Background: an optimization exercise with open tools, aiming at small area. Do not read the settings as production practice. Function was checked by simulation only, so behaviour that the tests miss may differ from the original. No activity file was given, so power comes from the tool's default toggle rates.

$ cat flow/flow/run.sh
#!/bin/bash
# Own layout flow: the standard ORFS flow (standard.sh) with these changes.
#  1. Synthesis is the standard script (synth_recipe.tcl sourcing ORFS synth.tcl)
#     with only the ABC mapping step changed: the adder-carry module
#     mst_addcy is kept as its own module until the final flatten and mapped
#     with flow/abc_keep.script (which keeps its prefix structure), and the
#     rest is mapped with flow/abc.script (area-oriented, no re-balancing).
#     All passes before ABC are unchanged, so the registers are the standard
#     synthesis's, with the same names and cells.
#  2. CTS runs without dummy loads, with small sink clusters.
#  3. Port buffers are buf_1 cells instead of the default delay buffers.
# Logs: make's output in run.log here; each ORFS step's log under orfs/logs/.
set -euo pipefail
W=$(pwd)
F=$W/flow

python3 - "$FLOW_HOME/scripts/synth.tcl" "$W/orfs_synth_own.tcl" "$F" <<'PY'
import sys
src, dst, f = sys.argv[1:]
s = open(src).read()
old = "  log_cmd abc {*}$abc_args\n"
assert s.count(old) == 1
new = ("  set abc_rest [lrange $abc_args 2 end]\n"
       "  log_cmd abc -script " + f + "/abc_keep.script {*}$abc_rest mst_addcy\n"
       "  log_cmd abc -script " + f + "/abc.script {*}$abc_rest $::env(DESIGN_NAME)\n")
open(dst, "w").write(s.replace(old, new))
PY
sed "s#\$::env(SCRIPTS_DIR)/synth.tcl#$W/orfs_synth_own.tcl#" "$W/synth_recipe.tcl" > "$W/own_synth.tcl"
grep -q "orfs_synth_own.tcl" "$W/own_synth.tcl"

bash "$W/standard.sh" \
  "SYNTH_SCRIPT=$W/own_synth.tcl" \
  "SYNTH_KEEP_MODULES=mst_addcy" \
  "BUFFER_PORTS_ARGS=-buffer_cell sky130_fd_sc_hd__buf_1" \
  "CTS_ARGS=-sink_clustering_enable -repair_clock_nets -dont_use_dummy_load -buf_list sky130_fd_sc_hd__clkbuf_8 -sink_clustering_size 15 -sink_clustering_max_diameter 65" \
  finish > "$W/run.log" 2>&1
$ cat flow/config.mk
export PLATFORM = sky130hd
export DESIGN_NAME = multi_channel_system_timer
export DESIGN_NICKNAME = multi_channel_system_timer
export VERILOG_FILES = /design/flow/design.v
export SDC_FILE = /design/flow/constraint.sdc
export NUM_CORES = 4
export LEC_CHECK = 0
export CAP_MARGIN = 20
export CORE_MARGIN = 2
export CORE_UTILIZATION = 40
export GPL_TIMING_DRIVEN = 0
export PLACE_DENSITY = 0.5
export SETUP_SLACK_MARGIN = 0.3
export SLEW_MARGIN = 20
$ cat flow/standard.sh
#!/bin/bash
# synth_recipe.tcl (not shown) runs the flow's synth.tcl, then flattens the netlist and writes it again
# the make line also repeats each setting of config.mk as NAME=value (left out here)
make -C /OpenROAD-flow-scripts/flow DESIGN_CONFIG=/design/flow/config.mk WORK_HOME=/design/flow/orfs CLKGATE_MAP_FILE= SYNTH_SCRIPT=/design/flow/synth_recipe.tcl "${@:-finish}"
$ cat flow/design.v
package multi_channel_system_timer_pkg;
  localparam int MST_ADDR_W = 8;
  localparam logic [MST_ADDR_W-1:0] MST_MTIME_L = 8'd0;
  localparam logic [MST_ADDR_W-1:0] MST_MTIME_H = 8'd1;
  localparam logic [MST_ADDR_W-1:0] MST_CTRL    = 8'd2;
  localparam logic [MST_ADDR_W-1:0] MST_STATUS  = 8'd3;
  localparam int         MST_CH_BASE   = 4;
  localparam logic [1:0] MST_CH_CMP_L  = 2'd0;
  localparam logic [1:0] MST_CH_CMP_H  = 2'd1;
  localparam logic [1:0] MST_CH_PERIOD = 2'd2;
  localparam logic [1:0] MST_CH_CTRL   = 2'd3;
  localparam logic [63:0] MST_CMP_RESET = 64'hFFFF_FFFF_FFFF_FFFF;
  typedef struct packed {
    logic [MST_ADDR_W-1:0] raddr;
    logic [MST_ADDR_W-1:0] waddr;
    logic [31:0]           wdata;
  } sys_peripheral_t;
  typedef struct packed {
    logic ren;
    logic wen;
  } sel_t;
  typedef struct packed {
    logic [23:0] prescale;
    logic [6:0]  rsvd;
    logic        en;
  } mst_ctrl_t;
  typedef struct packed {
    logic [28:0] rsvd;
    logic        inten;
    logic        periodic;
    logic        en;
  } mst_chctrl_t;
  function automatic logic [MST_ADDR_W-3:0] mst_ch_block(input int k);
    mst_ch_block = MST_CH_BASE / 4 + k;
  endfunction
endpackage
module mst_cmp_channel
(
  input  logic        hb_clk,
  input  logic        rst,
  input  logic [63:0] mtime,
  input  logic        sel_lo,    
  input  logic        sel_hi,    
  input  logic        sel_per,   
  input  logic        sel_ctl,   
  input  logic        cmp_wr,    
  input  logic [31:0] wd_z,      
  input  logic [31:0] wd_nz,     
  input  logic [31:0] wd_no,     
  input  logic        wd_nz0,    
  input  logic        clr,       
  output logic [63:0] ncmp,
  output logic [31:0] nper,
  output logic [2:0]  chctrl,    
  output logic        pending,
  output logic        irq
);
  logic        ge;
  logic        hit;
  logic        upd;
  logic        pnz;   
  logic [31:0] t;    
  logic        cy;   
  logic [31:0] z;    
  logic [31:0] lo_nxt;
  logic [31:0] hi_nxt;
  mst_ge64 u_ge (.a(mtime), .nb(ncmp), .ge(ge));
  assign hit = chctrl[0] & ge;
  assign upd = hit & chctrl[1] & pnz & ~cmp_wr;
  mst_addcy u_cy (.nq(ncmp), .np(nper), .t(t), .cy(cy), .z(z));
  assign lo_nxt = ncmp[31:0]  ^ ({32{upd}} & t);
  assign hi_nxt = ncmp[63:32] ^ ({32{upd & ~cy}} & z);
  always_ff @(posedge hb_clk) begin
    ncmp[31:0]  <= sel_lo  ? wd_nz : lo_nxt;
    ncmp[63:32] <= sel_hi  ? wd_nz : hi_nxt;
    if (sel_per) begin
      nper <= wd_no;
      pnz  <= wd_nz0;
    end
    if (sel_ctl) chctrl <= wd_z[2:0];
  end
  always_ff @(posedge hb_clk) begin
    pending <= ~rst & ~cmp_wr & (hit | (~clr & pending));
    irq     <= ~rst & pending & chctrl[2];
  end
endmodule
module mst_ge64
(
  input  logic [63:0] a,
  input  logic [63:0] nb,
  output logic        ge
);
  logic [7:0] gt_g, ge_g;
  logic [3:0] gt1, ge1;
  logic [1:0] gt2, ge2;
  always_comb begin
    for (int j = 0; j < 8; j++) begin
      gt_g[j] = 1'b0;
      ge_g[j] = 1'b1;
      for (int i = 0; i < 8; i++) begin
        gt_g[j] = (a[8*j+i] & nb[8*j+i]) | ((a[8*j+i] | nb[8*j+i]) & gt_g[j]);
        ge_g[j] = (a[8*j+i] & nb[8*j+i]) | ((a[8*j+i] | nb[8*j+i]) & ge_g[j]);
      end
    end
    for (int j = 0; j < 4; j++) begin
      gt1[j] = gt_g[2*j+1] | (ge_g[2*j+1] & gt_g[2*j]);
      ge1[j] = gt_g[2*j+1] | (ge_g[2*j+1] & ge_g[2*j]);
    end
    for (int j = 0; j < 2; j++) begin
      gt2[j] = gt1[2*j+1] | (ge1[2*j+1] & gt1[2*j]);
      ge2[j] = gt1[2*j+1] | (ge1[2*j+1] & ge1[2*j]);
    end
    ge = gt2[1] | (ge2[1] & ge2[0]);
  end
endmodule
module mst_addcy
(
  input  logic [63:0] nq,
  input  logic [31:0] np,
  output logic [31:0] t,
  output logic        cy,
  output logic [31:0] z
);
  logic [31:0] g, p, zp;
  always_comb begin
    for (int i = 0; i < 32; i++) begin
      g[i] = nq[i] & np[i];
      p[i] = nq[i] | np[i];
    end
    g[0] = p[0];    
    for (int l = 0; l < 5; l++)
      for (int i = (2 << l) - 1; i < 32; i += (2 << l)) begin
        g[i] = g[i] | (p[i] & g[i - (1 << l)]);
        p[i] = p[i] & p[i - (1 << l)];
      end
    for (int l = 3; l >= 0; l--)
      for (int i = 3 * (1 << l) - 1; i < 32; i += (2 << l)) begin
        g[i] = g[i] | (p[i] & g[i - (1 << l)]);
        p[i] = p[i] & p[i - (1 << l)];
      end
    zp = ~nq[63:32];
    for (int l = 0; l < 5; l++)
      for (int i = (2 << l) - 1; i < 32; i += (2 << l))
        zp[i] = zp[i] & zp[i - (1 << l)];
    for (int l = 3; l >= 0; l--)
      for (int i = 3 * (1 << l) - 1; i < 32; i += (2 << l))
        zp[i] = zp[i] & zp[i - (1 << l)];
  end
  assign t  = np ^ {g[30:0], 1'b1};
  assign cy = g[31];
  assign z  = {zp[30:0], 1'b1};
endmodule
import multi_channel_system_timer_pkg::*;
module multi_channel_system_timer
#(
  parameter int NUM_CMP    = 8,
  parameter int PRESCALE_W = 8
) (
  input  logic                       hb_clk,
  input  logic                       rst,
  input  logic                       tick_src,
  input  logic [MST_ADDR_W-1:0]      bus_raddr,
  input  logic [MST_ADDR_W-1:0]      bus_waddr,
  input  logic [31:0]                bus_wdata,
  input  logic                       bus_ren,
  input  logic                       bus_wen,
  output logic [31:0]                bus_rdata,
  output logic [NUM_CMP-1:0]         irq,
  output logic                       mtimer_int
);
  logic                  tick_q;
  logic                  tick;
  logic                  inc;
  logic                  upd;
  logic [PRESCALE_W-1:0] cnt;
  logic [63:0]           mtime;
  logic [63:0]           mt_a;    
  logic                  ctrl_en;
  logic [PRESCALE_W-1:0] prescale;
  logic [31:0]           wd_z, wd_nz, wd_no;
  logic                  wr_mtime_l, wr_mtime_h, wr_ctrl, wr_status;
  logic [63:0]           ch_ncmp   [NUM_CMP];
  logic [31:0]           ch_nper   [NUM_CMP];
  logic [2:0]            ch_ctrl   [NUM_CMP];
  logic [NUM_CMP-1:0]    pending;
  logic [31:0]           rd_val;
  assign wd_z  = bus_wdata & {32{~rst}};
  assign wd_no = ~wd_z;
  assign wd_nz = ~(bus_wdata | {32{rst}});
  assign wr_mtime_l = bus_wen & (bus_waddr == MST_MTIME_L);
  assign wr_mtime_h = bus_wen & (bus_waddr == MST_MTIME_H);
  assign wr_ctrl    = bus_wen & (bus_waddr == MST_CTRL);
  assign wr_status  = bus_wen & (bus_waddr == MST_STATUS);
  assign tick = tick_src & ~tick_q;
  assign inc  = ctrl_en & tick & (cnt == prescale);
  always_ff @(posedge hb_clk) begin
    tick_q <= tick_src & ~rst;
    if (rst | wr_ctrl)         cnt <= '0;
    else if (ctrl_en && tick)  cnt <= inc ? '0 : cnt + 1'b1;
    if (rst | wr_ctrl) begin
      ctrl_en  <= wd_z[0];
      prescale <= wd_z[8 +: PRESCALE_W];
    end
  end
  assign upd = inc & ~wr_mtime_l & ~wr_mtime_h;
  mst_pre64 u_pre (.q(mtime), .p(mt_a));
  always_ff @(posedge hb_clk) begin
    mtime[31:0]  <= (rst | wr_mtime_l) ? wd_z : mtime[31:0]  ^ ({32{upd}} & mt_a[31:0]);
    mtime[63:32] <= (rst | wr_mtime_h) ? wd_z : mtime[63:32] ^ ({32{upd}} & mt_a[63:32]);
  end
  for (genvar k = 0; k < NUM_CMP; k++) begin : g_ch
    logic       ch_wsel;
    assign ch_wsel = bus_wen & (bus_waddr[MST_ADDR_W-1:2] == MST_CH_BASE / 4 + k);
    mst_cmp_channel u_ch (
      .hb_clk  (hb_clk),
      .rst     (rst),
      .mtime   (mtime),
      .sel_lo  (rst | (ch_wsel & (bus_waddr[1:0] == MST_CH_CMP_L))),
      .sel_hi  (rst | (ch_wsel & (bus_waddr[1:0] == MST_CH_CMP_H))),
      .sel_per (rst | (ch_wsel & (bus_waddr[1:0] == MST_CH_PERIOD))),
      .sel_ctl (rst | (ch_wsel & (bus_waddr[1:0] == MST_CH_CTRL))),
      .cmp_wr  (ch_wsel & ~bus_waddr[1]),
      .wd_z    (wd_z),
      .wd_nz   (wd_nz),
      .wd_no   (wd_no),
      .wd_nz0  (|wd_z),
      .clr     (wr_status & bus_wdata[k]),
      .ncmp    (ch_ncmp[k]),
      .nper    (ch_nper[k]),
      .chctrl  (ch_ctrl[k]),
      .pending (pending[k]),
      .irq     (irq[k])
    );
  end
  assign mtimer_int = irq[0];
  logic [35:0] rsel;
  logic [31:0] rterm [36];
  logic [31:0] rl1 [18];
  logic [31:0] rl2 [9];
  logic [31:0] rl3 [5];
  logic [31:0] rl4 [3];
  always_comb begin
    for (int k = 0; k < 36; k++)
      rsel[k] = ~rst & (bus_raddr == 8'(k));
    rterm[0] = mtime[31:0];
    rterm[1] = mtime[63:32];
    rterm[2] = {16'd0, prescale, 7'd0, ctrl_en};
    rterm[3] = {24'd0, pending};
    for (int k = 0; k < NUM_CMP; k++) begin
      rterm[MST_CH_BASE + 4*k + 0] = ~ch_ncmp[k][31:0];
      rterm[MST_CH_BASE + 4*k + 1] = ~ch_ncmp[k][63:32];
      rterm[MST_CH_BASE + 4*k + 2] = ~ch_nper[k];
      rterm[MST_CH_BASE + 4*k + 3] = {29'd0, ch_ctrl[k]};
    end
    for (int k = 0; k < 36; k++)
      rterm[k] = rterm[k] & {32{rsel[k]}};
    for (int k = 0; k < 18; k++) rl1[k] = rterm[2*k] | rterm[2*k+1];
    for (int k = 0; k < 9; k++)  rl2[k] = rl1[2*k] | rl1[2*k+1];
    for (int k = 0; k < 4; k++)  rl3[k] = rl2[2*k] | rl2[2*k+1];
    rl3[4] = rl2[8];
    for (int k = 0; k < 2; k++)  rl4[k] = rl3[2*k] | rl3[2*k+1];
    rl4[2] = rl3[4];
    rd_val = (rl4[0] | rl4[1]) | rl4[2];
  end
  always_ff @(posedge hb_clk) begin
    if (bus_ren | rst) bus_rdata <= rd_val;
  end
endmodule
module mst_pre64
(
  input  logic [63:0] q,
  output logic [63:0] p
);
  logic [63:0] a;
  always_comb begin
    a = q;
    for (int l = 0; l < 6; l++)
      for (int i = (2 << l) - 1; i < 64; i += (2 << l))
        a[i] = a[i] & a[i - (1 << l)];
    for (int l = 4; l >= 0; l--)
      for (int i = 3 * (1 << l) - 1; i < 64; i += (2 << l))
        a[i] = a[i] & a[i - (1 << l)];
  end
  assign p = {a[62:0], 1'b1};
endmodule
$ cat flow/constraint.sdc
create_clock -name core_clock -period 5.0 [get_ports {hb_clk}]
set_input_delay 1.0000 -clock core_clock [delete_from_list [all_inputs] [get_ports {hb_clk}]]
set_output_delay 1.0000 -clock core_clock [all_outputs]
set_load 0.01 [all_outputs]
$ cat flow/flow/abc_keep.script
strash
&get -n
&st
&nf
&put
topo
stime -c
$ cat flow/flow/abc.script
strash
&get -n
&st
&dch
&nf
&put
topo
stime -c
==> out/qor.log, run 1 <==
INFO  critical_path  worstSetupEndpointType=flip-flop
INFO  floorplanning  floorplan.core_area=141000um2
INFO  synthesis      yosys_most_used_dff=dfxtp_1
INFO  synthesis      postSynthRegisterBits=930
INFO  synthesis      synth-adder-area-share=0.0119
INFO  power_and_ir_drop power_density=290nW/um2
INFO  clock_network  cts_sinks=930
INFO  synthesis      syn_area_per_cell=8.02um2
INFO  layout         design.final.nets=7506
INFO  drt            routed-wl-met3=28200um
INFO  sta            final.setup_skew=99.4ps
INFO  synthesis      synth_edf_count=329
INFO  synthesis      synthSimpleGateAreaFrac=0.212
INFO  layout         final-instance-count-excl-fill=9342
INFO  sta            max_slew.worst_pin.slew=1230ps
INFO  synthesis      ys_top_cells_by_count=949 x nand2_1, 744 x o22ai_1, 691 x o21ai_0
INFO  global_route   vias_in_the_first_global_route=56600
INFO  critical_path  crit_path_frequent_cell=buf_12
INFO  synthesis      yosys-top-cells-area=dfxtp_1 21%, edfxtp_1 17%, o22ai_1 8.2%, nand2_1 6.3%, o21ai_0 6.1%
INFO  sta            timing_max_transition_violations_final=0
INFO  critical_path  crit_path_top_delay_cell=nand2_4
INFO  critical_path  cp_slowest_stage_delay=790ps
INFO  global_route   grt_max_degree=33
INFO  clock_network  insertion_delay=930ps
INFO  layout         finalInstanceArea=64900um2
INFO  sta            fmax=0.208GHz
INFO  sta            rsz0062_at_grt=yes
INFO  drt            dr_wl_met2=133000um
INFO  worst_hold_path timing.hold.worst.class=in -> reg
INFO  status         run_status=no timing/DRC/antenna violations
INFO  synthesis      largest_family_of_logic_cells_by_synthesized_area=compound AO/OA/AOI/OAI gates
INFO  layout         layout-drive-gt1-share=0.0670
INFO  floorplanning  die_height=380um
INFO  critical_path  r2r_start=mtime[2]
INFO  clock_network  clockRootBuffer=clkbuf_8
INFO  global_route   global_route_wire_length_before_repair=414000um
INFO  sta            post-route-period-util=0.962
INFO  sta            hold_viol_final=0
INFO  drt            drt_iter0_drc=7436
INFO  placement      post_detailed_placement_half_perimeter_wirelength=215000um
INFO  clock_network  cts_tree=yes
INFO  drt            wl_met1=110000um
INFO  floorplanning  num_rows=138
INFO  drt            top_signal_layer_used=met5
INFO  placement      dpl_cell_area=62800um2
INFO  synthesis      synth.area.mux_share=0.00495
INFO  power_and_ir_drop vdd_drop_max=226uV
INFO  synthesis      synth_top_area_frac=0.212
INFO  synthesis      post_synth_inst_count=7068
INFO  clock_network  cts-root-to-sink-buffers=3
INFO  layout         area_growth=14.5%
INFO  critical_path  cp-startpoint=rst
INFO  critical_path  worst_setup_path_start_kind=input port
INFO  critical_path  critPathMaxFanout=32
INFO  clock_network  post_cts_hold_buffer_count=0
INFO  synthesis      post-synth-top-area-cell=dfxtp_1
INFO  drt            drc=0
INFO  global_route   global_route.usage.total=0.395
INFO  clock_network  htree_levels=3
INFO  sta            fin_crit=4810ps
INFO  synthesis      most_used_standard_cell_by_instance_count_after_synthesis=nand2_1
INFO  clock_network  cts_buffers=104
INFO  drt            drt-total-wl=298000um
INFO  synthesis      ys.warnings.count=18
INFO  layout         final_core_util=0.460
INFO  global_route   antenna_violations_before_repair=16
INFO  drt            routed_wire_length_per_instance=31.9um
INFO  synthesis      async_flop_share=0
INFO  clock_network  clk_pin_slew_worst_paths=90ps
INFO  job            drv_cap=0
INFO  worst_hold_path min_from=tick_src
INFO  critical_path  critical_path_data_required_time=5590ps
INFO  synthesis      synth_nets=7123
INFO  layout         num-fill-cells=14100
INFO  drt            antenna_violating_nets_post_route=0
INFO  floorplanning  fp.dieW=380um
INFO  synthesis      synth_sequential_area_ratio=0.387
INFO  critical_path  crit_type=in -> reg
INFO  synthesis      share_of_the_synthesized_netlist_area_taken_by_xor_and_xnor_gates=0.0614
INFO  synthesis      synth_compound_area_frac=0.313
INFO  floorplanning  floorplan.initialDensity=0.402
INFO  placement      placed_cells_incl_taps=9206
INFO  power_and_ir_drop power.leakage=22.3nW
INFO  global_route   grt_overflow_total=0
INFO  floorplanning  top_level_ports=94
INFO  drt            vias_per_cell=6.76
INFO  synthesis      synthesis.area=56700um2
INFO  floorplanning  dieArea=145000um2
INFO  drt            vias=63200
INFO  placement      gp_routability_congestion=0.984
INFO  placement      place.port_buffers=93
INFO  sta            setup_viol=0
INFO  synthesis      post_synth_num_cell_types=63
INFO  critical_path  crit_path_cell_trace=clkbuf_4, buf_12, buf_12, buf_12, buf_16, nor2_1, and3b_1, nand2_4, o22ai_1, or4_1, nor4_1, nand2_1
INFO  sta            maxSlewHeadroom=0.177
INFO  critical_path  cp_data_arrival_time=5400ps
INFO  drt            dr.pass1.iters=9
cells by family (layout without fill, tap and decap cells):
| family | after synthesis | in the layout |
|---|---|---|
| flops | 930 | 930 |
| compound gates | 2861 | 2861 |
| fa+ha+maj | 67 | 67 |
| buf+inv | 118 | 495 |
| simple gates | 2659 | 2663 |
| xor+xnor | 397 | 397 |
| other cells | 8 | 11 |
| mux | 28 | 28 |
through the flow:
step | power, W | setup WS (ps) | setup TNS (ps) | hold WS [ps]
3_3_place_gp | 0.0136 | -8130 | -5499880 | 489
5_1_grt | 0.0194 | 306 | 0 | 314
2_1_floorplan | 0.0119 | -423 | -9340 | 422
6_report | 0.0188 | 188 | 0 | 323
3_5_place_dp | 0.0139 | -1580 | -233210 | 487
4_1_cts | 0.0186 | 228 | 0 | 280
modules after synthesis (local to each module, per instance):
module	cells inside	area, um2	copies in the design	flip-flops and latches
mst_addcy	202	1190	8	0
multi_channel_system_timer	5452	47200	1	930
worst paths after layout:
check | to | slack [ps] | cells after the start
worst max register to register | g_ch[3].u_ch.ncmp[20] | 210 | 15
worst min register to register | g_ch[5].u_ch.pending | 500 | 2
worst min-delay path | tick_q | 320 | 2
worst max-delay path | bus_rdata[8] | 190 | 12
layer usage:
| metal | global-route usage | vias up |
|---|---|---|
| li1 | - | 28200 |
| met1 | 0.472 | 30600 |
| met2 | 0.629 | 3427 |
| met3 | 0.0794 | 961 |
| met4 | 0.293 | 12 |
| met5 | 0 | - |
cell type report:
type	instances	area, um2	share of cell area
Multi-Input combinational cell	6024	35400	0.546
Sequential cell	930	22000	0.339
Timing Repair Buffer	273	3140	0.0484
Tap cell	1890	2360	0.0365
Clock buffer	104	1430	0.0221
Inverter	102	383	0.00590
Buffer	16	120	0.00185
Antenna cell	3	7.51	0.000116
sequential cells by signal, summed over array words and instances (netlist names):
signal and cells:
bus_rdata 32, g_ch.u_ch.chctrl 24, g_ch.u_ch.nper 256, g_ch.u_ch.irq 8, g_ch.u_ch.pending 8, g_ch.u_ch.ncmp 512
g_ch.u_ch.pnz 8, ctrl_en 1, tick_q 1, cnt 8, mtime 64, prescale 8
layout by cell type (no fill, tap or decap), types with 177 or more instances in the layout:
master,netlist,layout
a21oi_1,638,629
dfxtp_1,601,557
edfxtp_1,329,329
nand2_1,949,925
nand3_1,395,395
nor2_1,687,666
o21ai_0,691,674
o22ai_1,744,744
xnor2_1,177,177
xor2_1,220,220
report_power, final:
part / internal, W / switching (W) / total [W]
clock: 0.00183 / 0.00300 / 0.00483
sequential: 0.00849 / 0.00152 / 0.0100
combinational: 0.00150 / 0.00245 / 0.00395
critical path, delay by kind of cell:
kind | cells | cell delay (ps)
buf+inv | 5 | 1270
simple gates | 6 | 2730
compound gates | 1 | 270
timing repair:
action / CTS / global route
setup buffers: 11 / 12
resized for setup: 71 / 40
gates cloned: 4 / 0
pin swaps: 12 / 9
endpoints found under the setup margin: 489 / 253
==> inputs of run 2 (changes only) <==
--- a/flow/flow/run.sh
+++ b/flow/flow/run.sh
@@ -8,7 +8,9 @@
 #     All passes before ABC are unchanged, so the registers are the standard
 #     synthesis's, with the same names and cells.
 #  2. CTS runs without dummy loads, with small sink clusters.
-#  3. Port buffers are buf_1 cells instead of the default delay buffers.
+#  3. Port buffers are buf_2 cells instead of the default delay buffers.
+#  4. The post-placement repair_design uses gain-based buffering
+#     (flow/pre_resize.tcl).
 # Logs: make's output in run.log here; each ORFS step's log under orfs/logs/.
 set -euo pipefail
 W=$(pwd)
@@ -31,6 +33,7 @@
 bash "$W/standard.sh" \
   "SYNTH_SCRIPT=$W/own_synth.tcl" \
   "SYNTH_KEEP_MODULES=mst_addcy" \
-  "BUFFER_PORTS_ARGS=-buffer_cell sky130_fd_sc_hd__buf_1" \
-  "CTS_ARGS=-sink_clustering_enable -repair_clock_nets -dont_use_dummy_load -buf_list sky130_fd_sc_hd__clkbuf_8 -sink_clustering_size 15 -sink_clustering_max_diameter 65" \
+  "BUFFER_PORTS_ARGS=-buffer_cell sky130_fd_sc_hd__buf_2" \
+  "PRE_RESIZE_TCL=$F/pre_resize.tcl" \
+  "CTS_ARGS=-sink_clustering_enable -repair_clock_nets -dont_use_dummy_load -buf_list sky130_fd_sc_hd__clkbuf_8 -sink_clustering_size 14 -sink_clustering_max_diameter 60" \
   finish > "$W/run.log" 2>&1
==> flow/flow/pre_resize.tcl (new file) <==
# Sourced by ORFS before the post-placement repair_design: the same call as
# ORFS's repair_design_helper, with gain-based buffering added.
proc repair_design_helper { } {
  puts "Perform buffer insertion and gate resizing (gain-based buffering)..."
  set additional_args "-verbose -buffer_gain 4.0"
  append_env_var additional_args CAP_MARGIN -cap_margin 1
  append_env_var additional_args SLEW_MARGIN -slew_margin 1
  append_env_var additional_args MATCH_CELL_FOOTPRINT -match_cell_footprint 0
  log_cmd repair_design {*}$additional_args
}
==> run 2 against run 1 <==
Effect of this change: the run now fails in placement repair (3_4_place_resized); synthesized area is the same; synthesized cell count did not move.
==> out/qor.log, run 2 <==
INFO  synthesis      synth_sequential_area_ratio=0.387
INFO  synthesis      synthesis.area=56700um2
INFO  synthesis      postSynthRegisterBits=930
INFO  synthesis      post-synth-top-area-cell=dfxtp_1
INFO  placement      gp_routability_congestion=0.970
INFO  floorplanning  num_rows=138
INFO  synthesis      yosys_most_used_dff=dfxtp_1
INFO  synthesis      synth_top_area_frac=0.212
INFO  floorplanning  die_height=380um
INFO  synthesis      most_used_standard_cell_by_instance_count_after_synthesis=nand2_1
INFO  synthesis      post_synth_inst_count=7068
INFO  synthesis      yosys-top-cells-area=dfxtp_1 21%, edfxtp_1 17%, o22ai_1 8.2%, nand2_1 6.3%, o21ai_0 6.1%
INFO  synthesis      ys.warnings.count=18
INFO  status         tool.error=[ERROR EST-0104] inconsistent parasitics state
INFO  status         outcome.stop_stage=placement repair (3_4_place_resized)
INFO  placement      place.port_buffers=93
INFO  floorplanning  top_level_ports=94
INFO  floorplanning  floorplan.initialDensity=0.402
INFO  synthesis      async_flop_share=0
INFO  floorplanning  fp.dieW=380um
INFO  synthesis      syn_area_per_cell=8.02um2
INFO  status         run_status=did not finish
INFO  synthesis      synth_edf_count=329
INFO  synthesis      ys_top_cells_by_count=949 x nand2_1, 744 x o22ai_1, 691 x o21ai_0
INFO  synthesis      post_synth_num_cell_types=63
INFO  synthesis      synth_nets=7123
==> run 2: logic make-up after synthesis <==
family	count (synthesis)	synth area share
xor+xnor	397	0.0614
simple gates	2659	0.212
buf+inv	118	0.00888
fa+ha+maj	67	0.0119
flops	930	0.387
compound gates	2861	0.313
mux	28	0.00495
other cells	8	0.000530
==> run 2: through the flow <==
stage              TNS, ps  hold slack, ps  total power (W)  worst slack, ps
floorplan            -9340             422           0.0119             -423
global placement  -2790450             489           0.0136            -7520
==> run 2: power by group through the flow <==
stage	clock network (W)	logic, W	registers (W)
floorplan	0	0.00241	0.00953
global placement	0	0.00351	0.0101
==> run 2: worst max path at each step <==
stage / from / end / slack [ps] / cells after the start
floorplan: g_ch[2].u_ch.nper[0] / g_ch[2].u_ch.ncmp[49] / -420 / 11
global placement: g_ch[2].u_ch.nper[0] / g_ch[2].u_ch.ncmp[49] / -7520 / 11
==> run 2: modules after synthesis (local to each module, per instance) <==
module,cells inside,flip-flops and latches
multi_channel_system_timer,5452,930
mst_addcy,202,0

-- static timing again, ports no longer ideal --
How much do the figures lean on ideal ports? The routed layout below was timed once more, with nothing changed but the port constraints. Step 1: set_driving_cell puts a clkbuf_16 on hb_clk and a buf_2 on each other input, an assumption about the parent block. Step 2 times the ports against the registers' clock, not the clock port: input delays grow and output delays shrink by t, the midpoint of the rising clock arrivals with the driver on. Slacks: no drivers / after step 1 / after step 2; pairs: no drivers / after step 1.
run: run 1
t (ns): 0.961
setup WS [ns]: 0.188 / 0.209 / -0.710
clock arrival spread, ns: 0.099 / 0.099
cell pins on the clock port's net: 1
Met with ideal ports but missed after step 2: setup timing in run 1. For run 1, drivers alone change the setup slack by +0.021 ns; drivers and shift together by -0.898 ns.
